This is an optimization exercise on Yosys and OpenROAD, whose aim is small area, a short achievable clock period and few clock cycles, not a production implementation. Function not checked in this run: the RTL went through the layout flow alone.

$ cat flow/design.v
package multiplicacao_pkg;
  localparam int DATA_W_DEF = 8;
  localparam int MAX_N_DEF  = 5;
  typedef enum logic [1:0] {
    IDLE    = 2'd0,
    COMPUTE = 2'd1,
    DONE    = 2'd2
  } state_t;
  function automatic int data_max(input int w);
    data_max = (1 << (w - 1)) - 1;
  endfunction
  function automatic int data_min(input int w);
    data_min = -(1 << (w - 1));
  endfunction
  localparam int DATA_MAX = data_max(DATA_W_DEF);
  localparam int DATA_MIN = data_min(DATA_W_DEF);
  function automatic int idx(input int i, input int j, input int max_n,
                             input int data_w);
    idx = (i * max_n + j) * data_w;
  endfunction
  function automatic int decode_n(input int size, input int max_n);
    decode_n = (size + 2 > max_n) ? max_n : size + 2;
  endfunction
endpackage
module saturador #(
  parameter int ACC_W  = 19,
  parameter int DATA_W = 8
) (
  input  logic signed [ACC_W-1:0]  acc,
  input  logic                     sat_en,
  output logic        [DATA_W-1:0] y,
  output logic                     ovf
);
  logic above;
  logic below;
  always_comb begin
    above = !acc[ACC_W-1] && (acc[ACC_W-2:DATA_W-1] != '0);
    below =  acc[ACC_W-1] && (acc[ACC_W-2:DATA_W-1] != '1);
    ovf   = above | below;
    y     = acc[DATA_W-1:0];
    if (sat_en && above) begin
      y = {1'b0, {(DATA_W-1){1'b1}}};
    end else if (sat_en && below) begin
      y = {1'b1, {(DATA_W-1){1'b0}}};
    end
  end
endmodule
module multiplicacao_matrizes_seq #(
  parameter int DATA_W = multiplicacao_pkg::DATA_W_DEF,
  parameter int MAX_N  = multiplicacao_pkg::MAX_N_DEF,
  parameter int SIZE_W = $clog2(MAX_N - 1),
  parameter int ACC_W  = 18
) (
  input  logic                            clk,
  input  logic                            rst_n,
  input  logic                            start,
  input  logic                            sat_en,
  input  logic [SIZE_W-1:0]               matrix_size,
  input  logic [MAX_N*MAX_N*DATA_W-1:0]   A,
  input  logic [MAX_N*MAX_N*DATA_W-1:0]   B,
  output logic                            busy,
  output logic                            done,
  output logic [MAX_N*MAX_N*DATA_W-1:0]   C,
  output logic                            overflow_flag
);
  localparam int CNT_W = 3;
  logic             run_q;
  logic             res_q;
  logic             done_q;
  logic [CNT_W-1:0] cnt_q;
  logic [MAX_N-1:0] sat_q;      
  logic             ovf_q;
  logic [DATA_W-1:0] a_q [MAX_N][MAX_N];
  logic [DATA_W-1:0] b_q [MAX_N][MAX_N];
  logic [DATA_W-1:0] s_lo_q [MAX_N][MAX_N];
  logic [ACC_W-1:DATA_W] s_hi_q [MAX_N][MAX_N];
  logic [ACC_W-1:0]  c_q [MAX_N][MAX_N];
  logic [ACC_W-1:0]  s_d [MAX_N][MAX_N];
  logic [ACC_W-1:0]  c_d [MAX_N][MAX_N];
  logic [DATA_W-1:0] y_d [MAX_N][MAX_N];
  logic [MAX_N*MAX_N-1:0] oor;
  logic idle;
  logic accept;
  logic [CNT_W-1:0] n_m1;
  logic [MAX_N-1:0] in_n;       
  assign idle   = !run_q && !res_q && !done_q;
  assign accept = idle && start;
  assign busy   = run_q || res_q;
  assign done   = done_q;
  assign n_m1   = CNT_W'(multiplicacao_pkg::decode_n(int'(matrix_size), MAX_N) - 1);
  always_comb begin
    for (int i = 0; i < MAX_N; i++) in_n[i] = (i <= int'(n_m1));
  end
  always_ff @(posedge clk or negedge rst_n) begin
    if (!rst_n) begin
      run_q  <= 1'b0;
      res_q  <= 1'b0;
      done_q <= 1'b0;
      cnt_q  <= '0;
      sat_q  <= '0;
      ovf_q  <= 1'b0;
    end else begin
      done_q <= res_q;
      res_q  <= 1'b0;
      if (accept) begin
        run_q <= 1'b1;
        cnt_q <= n_m1;
        sat_q <= {MAX_N{sat_en}} & in_n;
        ovf_q <= 1'b0;
      end else if (run_q) begin
        cnt_q <= cnt_q - 1'b1;
        if (cnt_q == '0) begin
          run_q <= 1'b0;
          res_q <= 1'b1;
        end
      end else if (res_q) begin
        ovf_q <= |oor;
      end
    end
  end
  always_ff @(posedge clk) begin
    for (int i = 0; i < MAX_N; i++) begin
      for (int k = 0; k < MAX_N; k++) begin
        if (!run_q) begin
          a_q[i][k] <= A[(i*MAX_N + k)*DATA_W +: DATA_W] & {DATA_W{in_n[i]}};
          b_q[k][i] <= B[(k*MAX_N + i)*DATA_W +: DATA_W] & {DATA_W{in_n[i]}};
        end else begin
          a_q[i][k] <= (k < MAX_N-1) ? a_q[i][(k+1) % MAX_N] : '0;
          b_q[k][i] <= (k < MAX_N-1) ? b_q[(k+1) % MAX_N][i] : '0;
        end
      end
    end
  end
  for (genvar gi = 0; gi < MAX_N; gi++) begin : g_mr
    for (genvar gj = 0; gj < MAX_N; gj++) begin : g_mc
      logic [ACC_W-1:0] sum;
      mac_unit u_mac (
        .a     (a_q[gi][0]),
        .b     (b_q[0][gj]),
        .s_in  ({s_hi_q[gi][gj], s_lo_q[gi][gj]}),
        .c_in  (c_q[gi][gj]),
        .s_out (s_d[gi][gj]),
        .c_out (c_d[gi][gj])
      );
      assign sum = {s_hi_q[gi][gj], s_lo_q[gi][gj]} + c_q[gi][gj];
      saturador #(
        .ACC_W  (ACC_W),
        .DATA_W (DATA_W)
      ) u_sat (
        .acc    (sum),
        .sat_en (sat_q[gi]),
        .y      (y_d[gi][gj]),
        .ovf    (oor[gi*MAX_N + gj])
      );
      always_ff @(posedge clk or negedge rst_n) begin
        if (!rst_n) begin
          s_lo_q[gi][gj] <= '0;
        end else if (accept) begin
          s_lo_q[gi][gj] <= '0;
        end else if (run_q) begin
          s_lo_q[gi][gj] <= s_d[gi][gj][DATA_W-1:0];
        end else if (res_q) begin
          s_lo_q[gi][gj] <= y_d[gi][gj];
        end
      end
      always_ff @(posedge clk) begin
        if (accept) begin
          s_hi_q[gi][gj] <= '0;
          c_q[gi][gj] <= '0;
        end else begin
          s_hi_q[gi][gj] <= s_d[gi][gj][ACC_W-1:DATA_W];
          c_q[gi][gj] <= c_d[gi][gj];
        end
      end
      assign C[(gi*MAX_N + gj)*DATA_W +: DATA_W] = s_lo_q[gi][gj];
    end
  end
  assign overflow_flag = ovf_q;
endmodule
module mac_unit (
  input  logic [7:0]  a,
  input  logic [7:0]  b,
  input  logic [17:0] s_in,
  input  logic [17:0] c_in,
  output logic [17:0] s_out,
  output logic [17:0] c_out
);
  logic pp_0_0;
  logic pp_0_1;
  logic pp_0_2;
  logic pp_0_3;
  logic pp_0_4;
  logic pp_0_5;
  logic pp_0_6;
  logic pp_0_7;
  logic pp_1_0;
  logic pp_1_1;
  logic pp_1_2;
  logic pp_1_3;
  logic pp_1_4;
  logic pp_1_5;
  logic pp_1_6;
  logic pp_1_7;
  logic pp_2_0;
  logic pp_2_1;
  logic pp_2_2;
  logic pp_2_3;
  logic pp_2_4;
  logic pp_2_5;
  logic pp_2_6;
  logic pp_2_7;
  logic pp_3_0;
  logic pp_3_1;
  logic pp_3_2;
  logic pp_3_3;
  logic pp_3_4;
  logic pp_3_5;
  logic pp_3_6;
  logic pp_3_7;
  logic pp_4_0;
  logic pp_4_1;
  logic pp_4_2;
  logic pp_4_3;
  logic pp_4_4;
  logic pp_4_5;
  logic pp_4_6;
  logic pp_4_7;
  logic pp_5_0;
  logic pp_5_1;
  logic pp_5_2;
  logic pp_5_3;
  logic pp_5_4;
  logic pp_5_5;
  logic pp_5_6;
  logic pp_5_7;
  logic pp_6_0;
  logic pp_6_1;
  logic pp_6_2;
  logic pp_6_3;
  logic pp_6_4;
  logic pp_6_5;
  logic pp_6_6;
  logic pp_6_7;
  logic pp_7_0;
  logic pp_7_1;
  logic pp_7_2;
  logic pp_7_3;
  logic pp_7_4;
  logic pp_7_5;
  logic pp_7_6;
  logic pp_7_7;
  logic s0, c0;
  logic s1, c1;
  logic s2, c2;
  logic s3, c3;
  logic s4, c4;
  logic s5, c5;
  logic s6, c6;
  logic s7, c7;
  logic s8, c8;
  logic s9, c9;
  logic s10, c10;
  logic s11, c11;
  logic s12, c12;
  logic s13, c13;
  logic s14, c14;
  logic s15, c15;
  logic s16, c16;
  logic s17, c17;
  logic s18, c18;
  logic s19, c19;
  logic s20, c20;
  logic s21, c21;
  logic s22, c22;
  logic s23, c23;
  logic s24, c24;
  logic s25, c25;
  logic s26, c26;
  logic s27, c27;
  logic s28, c28;
  logic s29, c29;
  logic s30, c30;
  logic s31, c31;
  logic s32, c32;
  logic s33, c33;
  logic s34, c34;
  logic s35, c35;
  logic s36, c36;
  logic s37, c37;
  logic s38, c38;
  logic s39, c39;
  logic s40, c40;
  logic s41, c41;
  logic s42, c42;
  logic s43, c43;
  logic s44, c44;
  logic s45, c45;
  logic s46, c46;
  logic s47, c47;
  logic s48, c48;
  logic s49, c49;
  logic s50, c50;
  logic s51, c51;
  logic s52, c52;
  logic s53, c53;
  logic s54, c54;
  logic s55, c55;
  logic s56, c56;
  logic s57, c57;
  logic s58, c58;
  logic s59, c59;
  logic s60, c60;
  logic s61, c61;
  logic s62, c62;
  logic s63, c63;
  logic s64, c64;
  logic s65, c65;
  logic s66, c66;
  logic s67, c67;
  logic s68, c68;
  logic s69, c69;
  logic s70, c70;
  logic s71, c71;
  logic s72, c72;
  logic s73, c73;
  logic s74, c74;
  logic s75, c75;
  logic s76, c76;
  assign pp_0_0 = a[0] & b[0];
  assign pp_0_1 = a[0] & b[1];
  assign pp_0_2 = a[0] & b[2];
  assign pp_0_3 = a[0] & b[3];
  assign pp_0_4 = a[0] & b[4];
  assign pp_0_5 = a[0] & b[5];
  assign pp_0_6 = a[0] & b[6];
  assign pp_0_7 = ~(a[0] & b[7]);
  assign pp_1_0 = a[1] & b[0];
  assign pp_1_1 = a[1] & b[1];
  assign pp_1_2 = a[1] & b[2];
  assign pp_1_3 = a[1] & b[3];
  assign pp_1_4 = a[1] & b[4];
  assign pp_1_5 = a[1] & b[5];
  assign pp_1_6 = a[1] & b[6];
  assign pp_1_7 = ~(a[1] & b[7]);
  assign pp_2_0 = a[2] & b[0];
  assign pp_2_1 = a[2] & b[1];
  assign pp_2_2 = a[2] & b[2];
  assign pp_2_3 = a[2] & b[3];
  assign pp_2_4 = a[2] & b[4];
  assign pp_2_5 = a[2] & b[5];
  assign pp_2_6 = a[2] & b[6];
  assign pp_2_7 = ~(a[2] & b[7]);
  assign pp_3_0 = a[3] & b[0];
  assign pp_3_1 = a[3] & b[1];
  assign pp_3_2 = a[3] & b[2];
  assign pp_3_3 = a[3] & b[3];
  assign pp_3_4 = a[3] & b[4];
  assign pp_3_5 = a[3] & b[5];
  assign pp_3_6 = a[3] & b[6];
  assign pp_3_7 = ~(a[3] & b[7]);
  assign pp_4_0 = a[4] & b[0];
  assign pp_4_1 = a[4] & b[1];
  assign pp_4_2 = a[4] & b[2];
  assign pp_4_3 = a[4] & b[3];
  assign pp_4_4 = a[4] & b[4];
  assign pp_4_5 = a[4] & b[5];
  assign pp_4_6 = a[4] & b[6];
  assign pp_4_7 = ~(a[4] & b[7]);
  assign pp_5_0 = a[5] & b[0];
  assign pp_5_1 = a[5] & b[1];
  assign pp_5_2 = a[5] & b[2];
  assign pp_5_3 = a[5] & b[3];
  assign pp_5_4 = a[5] & b[4];
  assign pp_5_5 = a[5] & b[5];
  assign pp_5_6 = a[5] & b[6];
  assign pp_5_7 = ~(a[5] & b[7]);
  assign pp_6_0 = a[6] & b[0];
  assign pp_6_1 = a[6] & b[1];
  assign pp_6_2 = a[6] & b[2];
  assign pp_6_3 = a[6] & b[3];
  assign pp_6_4 = a[6] & b[4];
  assign pp_6_5 = a[6] & b[5];
  assign pp_6_6 = a[6] & b[6];
  assign pp_6_7 = ~(a[6] & b[7]);
  assign pp_7_0 = ~(a[7] & b[0]);
  assign pp_7_1 = ~(a[7] & b[1]);
  assign pp_7_2 = ~(a[7] & b[2]);
  assign pp_7_3 = ~(a[7] & b[3]);
  assign pp_7_4 = ~(a[7] & b[4]);
  assign pp_7_5 = ~(a[7] & b[5]);
  assign pp_7_6 = ~(a[7] & b[6]);
  assign pp_7_7 = a[7] & b[7];
  assign s0 = s_in[0] ^ c_in[0];
  assign c0 = s_in[0] & c_in[0];
  assign s1 = s_in[1] ^ c_in[1] ^ c0;
  assign c1 = (s_in[1] & c_in[1]) | (s_in[1] & c0) | (c_in[1] & c0);
  assign s2 = pp_0_1 ^ pp_1_0;
  assign c2 = pp_0_1 & pp_1_0;
  assign s3 = s_in[2] ^ c_in[2] ^ pp_0_2;
  assign c3 = (s_in[2] & c_in[2]) | (s_in[2] & pp_0_2) | (c_in[2] & pp_0_2);
  assign s4 = pp_1_1 ^ pp_2_0 ^ c2;
  assign c4 = (pp_1_1 & pp_2_0) | (pp_1_1 & c2) | (pp_2_0 & c2);
  assign s5 = c1 ^ s3;
  assign c5 = c1 & s3;
  assign s6 = s_in[3] ^ c_in[3] ^ pp_0_3;
  assign c6 = (s_in[3] & c_in[3]) | (s_in[3] & pp_0_3) | (c_in[3] & pp_0_3);
  assign s7 = pp_1_2 ^ pp_2_1 ^ pp_3_0;
  assign c7 = (pp_1_2 & pp_2_1) | (pp_1_2 & pp_3_0) | (pp_2_1 & pp_3_0);
  assign s8 = c3 ^ s6 ^ s7;
  assign c8 = (c3 & s6) | (c3 & s7) | (s6 & s7);
  assign s9 = c4 ^ c5;
  assign c9 = c4 & c5;
  assign s10 = s_in[4] ^ c_in[4] ^ pp_0_4;
  assign c10 = (s_in[4] & c_in[4]) | (s_in[4] & pp_0_4) | (c_in[4] & pp_0_4);
  assign s11 = pp_1_3 ^ pp_2_2 ^ pp_3_1;
  assign c11 = (pp_1_3 & pp_2_2) | (pp_1_3 & pp_3_1) | (pp_2_2 & pp_3_1);
  assign s12 = pp_4_0 ^ c6 ^ c7;
  assign c12 = (pp_4_0 & c6) | (pp_4_0 & c7) | (c6 & c7);
  assign s13 = s10 ^ s11 ^ c8;
  assign c13 = (s10 & s11) | (s10 & c8) | (s11 & c8);
  assign s14 = c9 ^ s12;
  assign c14 = c9 & s12;
  assign s15 = s_in[5] ^ c_in[5] ^ pp_0_5;
  assign c15 = (s_in[5] & c_in[5]) | (s_in[5] & pp_0_5) | (c_in[5] & pp_0_5);
  assign s16 = pp_1_4 ^ pp_2_3 ^ pp_3_2;
  assign c16 = (pp_1_4 & pp_2_3) | (pp_1_4 & pp_3_2) | (pp_2_3 & pp_3_2);
  assign s17 = pp_4_1 ^ pp_5_0 ^ c10;
  assign c17 = (pp_4_1 & pp_5_0) | (pp_4_1 & c10) | (pp_5_0 & c10);
  assign s18 = c11 ^ s15 ^ s16;
  assign c18 = (c11 & s15) | (c11 & s16) | (s15 & s16);
  assign s19 = c12 ^ s17 ^ s18;
  assign c19 = (c12 & s17) | (c12 & s18) | (s17 & s18);
  assign s20 = c14 ^ c13;
  assign c20 = c14 & c13;
  assign s21 = s_in[6] ^ c_in[6] ^ pp_0_6;
  assign c21 = (s_in[6] & c_in[6]) | (s_in[6] & pp_0_6) | (c_in[6] & pp_0_6);
  assign s22 = pp_1_5 ^ pp_2_4 ^ pp_3_3;
  assign c22 = (pp_1_5 & pp_2_4) | (pp_1_5 & pp_3_3) | (pp_2_4 & pp_3_3);
  assign s23 = pp_4_2 ^ pp_5_1 ^ pp_6_0;
  assign c23 = (pp_4_2 & pp_5_1) | (pp_4_2 & pp_6_0) | (pp_5_1 & pp_6_0);
  assign s24 = c15 ^ c16 ^ s21;
  assign c24 = (c15 & c16) | (c15 & s21) | (c16 & s21);
  assign s25 = s22 ^ s23 ^ c17;
  assign c25 = (s22 & s23) | (s22 & c17) | (s23 & c17);
  assign s26 = c18 ^ s24 ^ s25;
  assign c26 = (c18 & s24) | (c18 & s25) | (s24 & s25);
  assign s27 = c19 ^ c20;
  assign c27 = c19 & c20;
  assign s28 = s_in[7] ^ c_in[7] ^ pp_0_7;
  assign c28 = (s_in[7] & c_in[7]) | (s_in[7] & pp_0_7) | (c_in[7] & pp_0_7);
  assign s29 = pp_1_6 ^ pp_2_5 ^ pp_3_4;
  assign c29 = (pp_1_6 & pp_2_5) | (pp_1_6 & pp_3_4) | (pp_2_5 & pp_3_4);
  assign s30 = pp_4_3 ^ pp_5_2 ^ pp_6_1;
  assign c30 = (pp_4_3 & pp_5_2) | (pp_4_3 & pp_6_1) | (pp_5_2 & pp_6_1);
  assign s31 = pp_7_0 ^ c21 ^ c22;
  assign c31 = (pp_7_0 & c21) | (pp_7_0 & c22) | (c21 & c22);
  assign s32 = c23 ^ s28 ^ s29;
  assign c32 = (c23 & s28) | (c23 & s29) | (s28 & s29);
  assign s33 = s30 ^ c24 ^ s31;
  assign c33 = (s30 & c24) | (s30 & s31) | (c24 & s31);
  assign s34 = s32 ^ c25 ^ s33;
  assign c34 = (s32 & c25) | (s32 & s33) | (c25 & s33);
  assign s35 = c27 ^ c26;
  assign c35 = c27 & c26;
  assign s36 = 1'b1 ^ s_in[8] ^ c_in[8];
  assign c36 = (1'b1 & s_in[8]) | (1'b1 & c_in[8]) | (s_in[8] & c_in[8]);
  assign s37 = pp_1_7 ^ pp_2_6 ^ pp_3_5;
  assign c37 = (pp_1_7 & pp_2_6) | (pp_1_7 & pp_3_5) | (pp_2_6 & pp_3_5);
  assign s38 = pp_4_4 ^ pp_5_3 ^ pp_6_2;
  assign c38 = (pp_4_4 & pp_5_3) | (pp_4_4 & pp_6_2) | (pp_5_3 & pp_6_2);
  assign s39 = pp_7_1 ^ s36 ^ c28;
  assign c39 = (pp_7_1 & s36) | (pp_7_1 & c28) | (s36 & c28);
  assign s40 = c29 ^ c30 ^ s37;
  assign c40 = (c29 & c30) | (c29 & s37) | (c30 & s37);
  assign s41 = s38 ^ c31 ^ c32;
  assign c41 = (s38 & c31) | (s38 & c32) | (c31 & c32);
  assign s42 = s39 ^ s40 ^ c33;
  assign c42 = (s39 & s40) | (s39 & c33) | (s40 & c33);
  assign s43 = s41 ^ c34 ^ s42;
  assign c43 = (s41 & c34) | (s41 & s42) | (c34 & s42);
  assign s44 = s_in[9] ^ c_in[9] ^ pp_2_7;
  assign c44 = (s_in[9] & c_in[9]) | (s_in[9] & pp_2_7) | (c_in[9] & pp_2_7);
  assign s45 = pp_3_6 ^ pp_4_5 ^ pp_5_4;
  assign c45 = (pp_3_6 & pp_4_5) | (pp_3_6 & pp_5_4) | (pp_4_5 & pp_5_4);
  assign s46 = pp_6_3 ^ pp_7_2 ^ c36;
  assign c46 = (pp_6_3 & pp_7_2) | (pp_6_3 & c36) | (pp_7_2 & c36);
  assign s47 = c37 ^ c38 ^ s44;
  assign c47 = (c37 & c38) | (c37 & s44) | (c38 & s44);
  assign s48 = s45 ^ s46 ^ c39;
  assign c48 = (s45 & s46) | (s45 & c39) | (s46 & c39);
  assign s49 = c40 ^ s47 ^ c41;
  assign c49 = (c40 & s47) | (c40 & c41) | (s47 & c41);
  assign s50 = s48 ^ c42 ^ s49;
  assign c50 = (s48 & c42) | (s48 & s49) | (c42 & s49);
  assign s51 = s_in[10] ^ c_in[10] ^ pp_3_7;
  assign c51 = (s_in[10] & c_in[10]) | (s_in[10] & pp_3_7) | (c_in[10] & pp_3_7);
  assign s52 = pp_4_6 ^ pp_5_5 ^ pp_6_4;
  assign c52 = (pp_4_6 & pp_5_5) | (pp_4_6 & pp_6_4) | (pp_5_5 & pp_6_4);
  assign s53 = pp_7_3 ^ c44 ^ c45;
  assign c53 = (pp_7_3 & c44) | (pp_7_3 & c45) | (c44 & c45);
  assign s54 = c46 ^ s51 ^ s52;
  assign c54 = (c46 & s51) | (c46 & s52) | (s51 & s52);
  assign s55 = c47 ^ s53 ^ s54;
  assign c55 = (c47 & s53) | (c47 & s54) | (s53 & s54);
  assign s56 = c48 ^ s55 ^ c49;
  assign c56 = (c48 & s55) | (c48 & c49) | (s55 & c49);
  assign s57 = s_in[11] ^ c_in[11] ^ pp_4_7;
  assign c57 = (s_in[11] & c_in[11]) | (s_in[11] & pp_4_7) | (c_in[11] & pp_4_7);
  assign s58 = pp_5_6 ^ pp_6_5 ^ pp_7_4;
  assign c58 = (pp_5_6 & pp_6_5) | (pp_5_6 & pp_7_4) | (pp_6_5 & pp_7_4);
  assign s59 = c51 ^ c52 ^ s57;
  assign c59 = (c51 & c52) | (c51 & s57) | (c52 & s57);
  assign s60 = s58 ^ c53 ^ c54;
  assign c60 = (s58 & c53) | (s58 & c54) | (c53 & c54);
  assign s61 = s59 ^ c55 ^ s60;
  assign c61 = (s59 & c55) | (s59 & s60) | (c55 & s60);
  assign s62 = s_in[12] ^ c_in[12] ^ pp_5_7;
  assign c62 = (s_in[12] & c_in[12]) | (s_in[12] & pp_5_7) | (c_in[12] & pp_5_7);
  assign s63 = pp_6_6 ^ pp_7_5 ^ c57;
  assign c63 = (pp_6_6 & pp_7_5) | (pp_6_6 & c57) | (pp_7_5 & c57);
  assign s64 = c58 ^ s62 ^ c59;
  assign c64 = (c58 & s62) | (c58 & c59) | (s62 & c59);
  assign s65 = s63 ^ c60 ^ s64;
  assign c65 = (s63 & c60) | (s63 & s64) | (c60 & s64);
  assign s66 = s_in[13] ^ c_in[13] ^ pp_6_7;
  assign c66 = (s_in[13] & c_in[13]) | (s_in[13] & pp_6_7) | (c_in[13] & pp_6_7);
  assign s67 = pp_7_6 ^ c62 ^ s66;
  assign c67 = (pp_7_6 & c62) | (pp_7_6 & s66) | (c62 & s66);
  assign s68 = c63 ^ s67 ^ c64;
  assign c68 = (c63 & s67) | (c63 & c64) | (s67 & c64);
  assign s69 = s_in[14] ^ c_in[14] ^ pp_7_7;
  assign c69 = (s_in[14] & c_in[14]) | (s_in[14] & pp_7_7) | (c_in[14] & pp_7_7);
  assign s70 = c66 ^ s69 ^ c67;
  assign c70 = (c66 & s69) | (c66 & c67) | (s69 & c67);
  assign s71 = 1'b1 ^ s_in[15] ^ c_in[15];
  assign c71 = (1'b1 & s_in[15]) | (1'b1 & c_in[15]) | (s_in[15] & c_in[15]);
  assign s72 = s71 ^ c69;
  assign c72 = s71 & c69;
  assign s73 = 1'b1 ^ s_in[16] ^ c_in[16];
  assign c73 = (1'b1 & s_in[16]) | (1'b1 & c_in[16]) | (s_in[16] & c_in[16]);
  assign s74 = c71 ^ s73;
  assign c74 = c71 & s73;
  assign s75 = 1'b1 ^ s_in[17] ^ c_in[17];
  assign c75 = (1'b1 & s_in[17]) | (1'b1 & c_in[17]) | (s_in[17] & c_in[17]);
  assign s76 = c73 ^ s75;
  assign c76 = c73 & s75;
  assign s_out = {c74, s74, s72, s70, c65, c61, s61, c50, c43, c35, s34, s26, s19, s14, s8, s4, s2, pp_0_0};
  assign c_out = {s76, c72, c70, c68, s68, s65, c56, s56, s50, s43, s35, s27, s20, s13, s9, s5, s1, s0};
endmodule
$ cat flow/flow/run.sh
#!/bin/bash
# The standard layout (the standard.sh, unchanged synthesis), with extra
# ORFS settings from flow/knobs.txt (one VAR=value per line): a larger
# setup margin for timing repair and a plain buffer for the port buffers.
# The constraints, clock period and checks are unchanged.
set -euo pipefail
mapfile -t KNOBS < <(grep -v '^#' flow/knobs.txt | sed '/^$/d')
bash standard.sh "${KNOBS[@]}" finish > standard_flow.log 2>&1
$ cat flow/flow/knobs.txt
SETUP_SLACK_MARGIN=7
BUFFER_PORTS_ARGS=-buffer_cell sky130_fd_sc_hd__buf_1
$ cat flow/standard.sh
#!/bin/bash
# synth_recipe.tcl (not shown) runs the flow's synth.tcl, then flattens the netlist and writes it again
# the make line also repeats each setting of config.mk as NAME=value (left out here)
make -C /OpenROAD-flow-scripts/flow DESIGN_CONFIG=/design/flow/config.mk WORK_HOME=/design/flow/orfs CLKGATE_MAP_FILE= SYNTH_SCRIPT=/design/flow/synth_recipe.tcl "${@:-finish}"
$ cat flow/config.mk
export PLATFORM = sky130hd
export DESIGN_NAME = multiplicacao_matrizes_seq
export DESIGN_NICKNAME = multiplicacao_matrizes_seq
export VERILOG_FILES = /design/flow/design.v
export SDC_FILE = /design/flow/constraint.sdc
export NUM_CORES = 4
export LEC_CHECK = 0
export CAP_MARGIN = 20
export CORE_MARGIN = 2
export CORE_UTILIZATION = 40
export SLEW_MARGIN = 20
$ cat flow/constraint.sdc
create_clock -name core_clock -period 11.0 [get_ports {clk}]
set_input_delay 2.2000 -clock core_clock [delete_from_list [all_inputs] [get_ports {clk}]]
set_output_delay 2.2000 -clock core_clock [all_outputs]
set_load 0.01 [all_outputs]
==> results.tsv <==
stage	metric	value	unit
status	outcome	timing/DRC/antenna clean	
timing	fmax	230	MHz
job	cap_violations	0	
global_route	grt_pass1_vias	90900	
floorplan	start_util	0.402	
timing	fin_crit_sh	0.394	
cts	ctsLongestPathBuffers	4	
cells_and_area	design_area	0.129	mm^2
floorplan	die_h	545	um
logic_synthesis	syn_nets	15600	
logic_synthesis	synth_top_area_share	0.265	
worst_setup_path	cp_max_fo	5	
global_route	globalRouteMet3Util	0.0494	
logic_synthesis	synth_ff_type	dfxtp_1	
logic_synthesis	synth_edf_count	0	
cts	insertion_delay	0.89	ns
place	dp_slack	5.03	ns
place	port_buffers	608	
global_route	met1_usage	0.328	
global_route	grt_usage	0.249	
cells_and_area	regArea	0.0274	mm^2
logic_synthesis	synth.distinct_cells	107	
place	gp_congestion	0.881	
cts	cts-root-buf	clkbuf_16	
detailed_routing	wl	366000	um
detailed_routing	wl_per_cell	21.5	um
logic_synthesis	synth_top_area_cell	fa_1	
detailed_routing	drcViolationCount	0	
logic_synthesis	synth.top_cells.by_count	inv_1 (2108), and2_1 (1797), fa_1 (1550), nand2_1 (1186), dfxtp_1 (1100)	
worst_setup_path	crit_path_start_kind	flip-flop	
logic_synthesis	synthTopCellsByArea	fa_1 (27%), dfxtp_1 (19%), and2_1 (9.6%), ha_1 (7.8%), inv_1 (6.8%)	
cts	htreeDepth	4	
cts	clkTransAtPathRegs	0.06	ns
cts	cts_sinks	1312	
cells_and_area	nets	15700	
hold_path	holdPathStages	2	
global_route	grt_pass1_wl	562000	um
timing	finalSetupTns	0	ns
logic_synthesis	syn_inst	12900	
worst_setup_path	critPathKind	flip-flop to flip-flop	
cts	cts_tree	yes	
floorplan	core_area	0.291	mm^2
floorplan	io_pins	609	
cells_and_area	drive_above_1_share	0.0629	
timing	whs	0.417	ns
timing	rsz0062_at_grt	true	
floorplan	die-area	0.297	mm^2
timing	min_period	4.34	ns
detailed_routing	dr_total_vias	87200	
global_route	grt_antenna_before_repair	35	
floorplan	die_w	545	um
cells_and_area	multi_input_area	0.0792	mm^2
detailed_routing	detailedRoute.firstPassIterationCount	7	
global_route	grt.met2_usage	0.407	
logic_synthesis	synth_seq_cells	1312	
logic_synthesis	ys_async_sr_fraction	0.162	
global_route	grt-busiest-layer	met2	
place	hpwl	262000	um
detailed_routing	via_per_inst	5.12	
detailed_routing	ant_nets	0	
logic_synthesis	synth_area_per_cell	9.10	um^2
cells_and_area	area_growth	10.4	%
timing	worst_slack	6.66	ns
logic_synthesis	seq_area_frac_synth	0.233	
logic_synthesis	yosysWarnings	15	
place	place_area	0.121	mm^2
worst_setup_path	r2r_cells	13	
worst_setup_path	cp-end-kind	flip-flop	
worst_setup_path	crit_required	11.70	ns
worst_setup_path	arrival	5.04	ns
cts	cts_hold_buf	0	
global_route	grt_max_degree	230	
cells_and_area	fin_util	0.444	
timing	slew_headroom	0.184	
cts	cts_buffers	173	
timing	final.setup_skew	0.124	ns
global_route	overflow	0	
floorplan	row_count	198	
logic_synthesis	synth_most_common_cell	inv_1	
timing	final_max_slew_viol_count	0	
hold_path	hold_path_class	flip-flop to flip-flop	
timing	hold_violations	0	
logic_synthesis	syn_area	0.117	mm^2
detailed_routing	initialDrtViolationCount	5597	
timing	worstMarginPinSlew	1.21	ns
timing	setup_viol	0	
cells_and_area	n_fill_cell	28500	
## per-layer routing
metal  up-vias  part of all wire
met1     43600              0.43
li1      40700                 -
met2      2430              0.46
met3       460             0.072
met4         8             0.039
met5         -           0.00015
## placed cells by master (no fill, tap or decap), types with 41 or more instances in the layout
cell type	n
a211oi_1	52
a21o_1	145
a21oi_1	521
a22o_1	150
a31oi_1	62
and2_1	1791
and3_1	55
buf_1	587
buf_4	135
clkbuf_16	180
dfrtp_1	210
dfxtp_1	1032
dfxtp_2	59
fa_1	1532
ha_1	717
inv_1	2106
nand2_1	1175
nand2b_1	41
nand3_1	98
nand4_1	59
nor2_1	295
nor3_1	76
o211ai_1	49
o21a_1	78
o21ai_0	417
o21bai_1	58
o221ai_1	50
xnor2_1	257
xor2_1	146
## path summary, 6_finish.rpt
kind	start	to	slack, ns
max reg2reg	s_lo_q[15][2]$_DFFE_PN0P_	ovf_q$_DFFE_PN0P_	6.66
min reg2reg	a_q[24][0]$_SDFF_PP0_	a_q[23][0]$_DFF_P_	0.42
max in group asynchronous	rst_n	s_lo_q[20][1]$_DFFE_PN0P_	7.95
min	a_q[24][0]$_SDFF_PP0_	a_q[23][0]$_DFF_P_	0.42
min in group asynchronous	rst_n	s_lo_q[10][4]$_DFFE_PN0P_	1.28
max	s_lo_q[15][2]$_DFFE_PN0P_	ovf_q$_DFFE_PN0P_	6.66
## state kept, by name, summed over array words and instances, names as in the netlist, 3 cells and up
signal and flops:
c_q 450, s_hi_q 250, a_q 200, b_q 200, s_lo_q 200, sat_q 5, cnt_q 3
## critical path, cell delays in order (launching register included)
cell and delay [ns]:
dfrtp_1 0.43, ha_1 0.38, o21ai_0 0.32, o21ai_0 0.22, a211oi_1 0.37, o21bai_1 0.19, o311a_1 0.32, o21ai_0 0.29
a21oi_1 0.14, a31oi_2 0.30, mux2i_4 0.41, nand4_1 0.35, nor4_4 0.36, a31oi_1 0.13
## cell families after synthesis
kind of cell / count (synthesis) / share of synthesized area
flops: 1312 / 0.233
buf+inv: 2953 / 0.102
xor+xnor: 409 / 0.0306
fa+ha+maj: 2280 / 0.343
simple gates: 3857 / 0.174
compound gates: 2035 / 0.115
mux: 18 / 0.00160
## cell type report
cell class	instances	share of cell area
Antenna cell	15	0.000290
Clock buffer	239	0.0383
Clock inverter	68	0.00534
Inverter	2108	0.0613
Multi-Input combinational cell	8599	0.613
Sequential cell	1312	0.212
Tap cell	3900	0.0378
Timing Repair Buffer	801	0.0321
## stage by stage
step | instances
after floorplan | 12900
after global placement | 16700
after detailed placement | 16700
after CTS | 17000
after global routing | 17000
final | 17000
## repair_timing
item,CTS,global route
buffers inserted,20,46
gates resized for setup,162,194
hold endpoints to repair,0,0
pin swaps,44,73
endpoints found under the setup margin,476,325
cloned,0,0

-- static timing again, ports no longer ideal --
No port has a modelled driver above. Below, the same layout with a new extraction and two added sets of constraints. Step 1: set_driving_cell puts a clkbuf_16 on clk and a buf_2 on each other input, an assumption about the parent block. Step 2 also shifts input and output timing later by t, the mid clock arrival at the registers, as if the neighbouring blocks saw the same clock. Three values: no drivers, after step 1, after step 2; two values: the first two.
shift t [ns]: 0.939
setup WS [ns]: 6.661 / 6.661 / 6.261
worst setup path at the end: input to register
cell pins on the clock port's net: 1
After both steps setup and hold are still met in this run. The setup slack of this run moves by 0.000 ns with the drivers and by -0.400 ns with both steps.
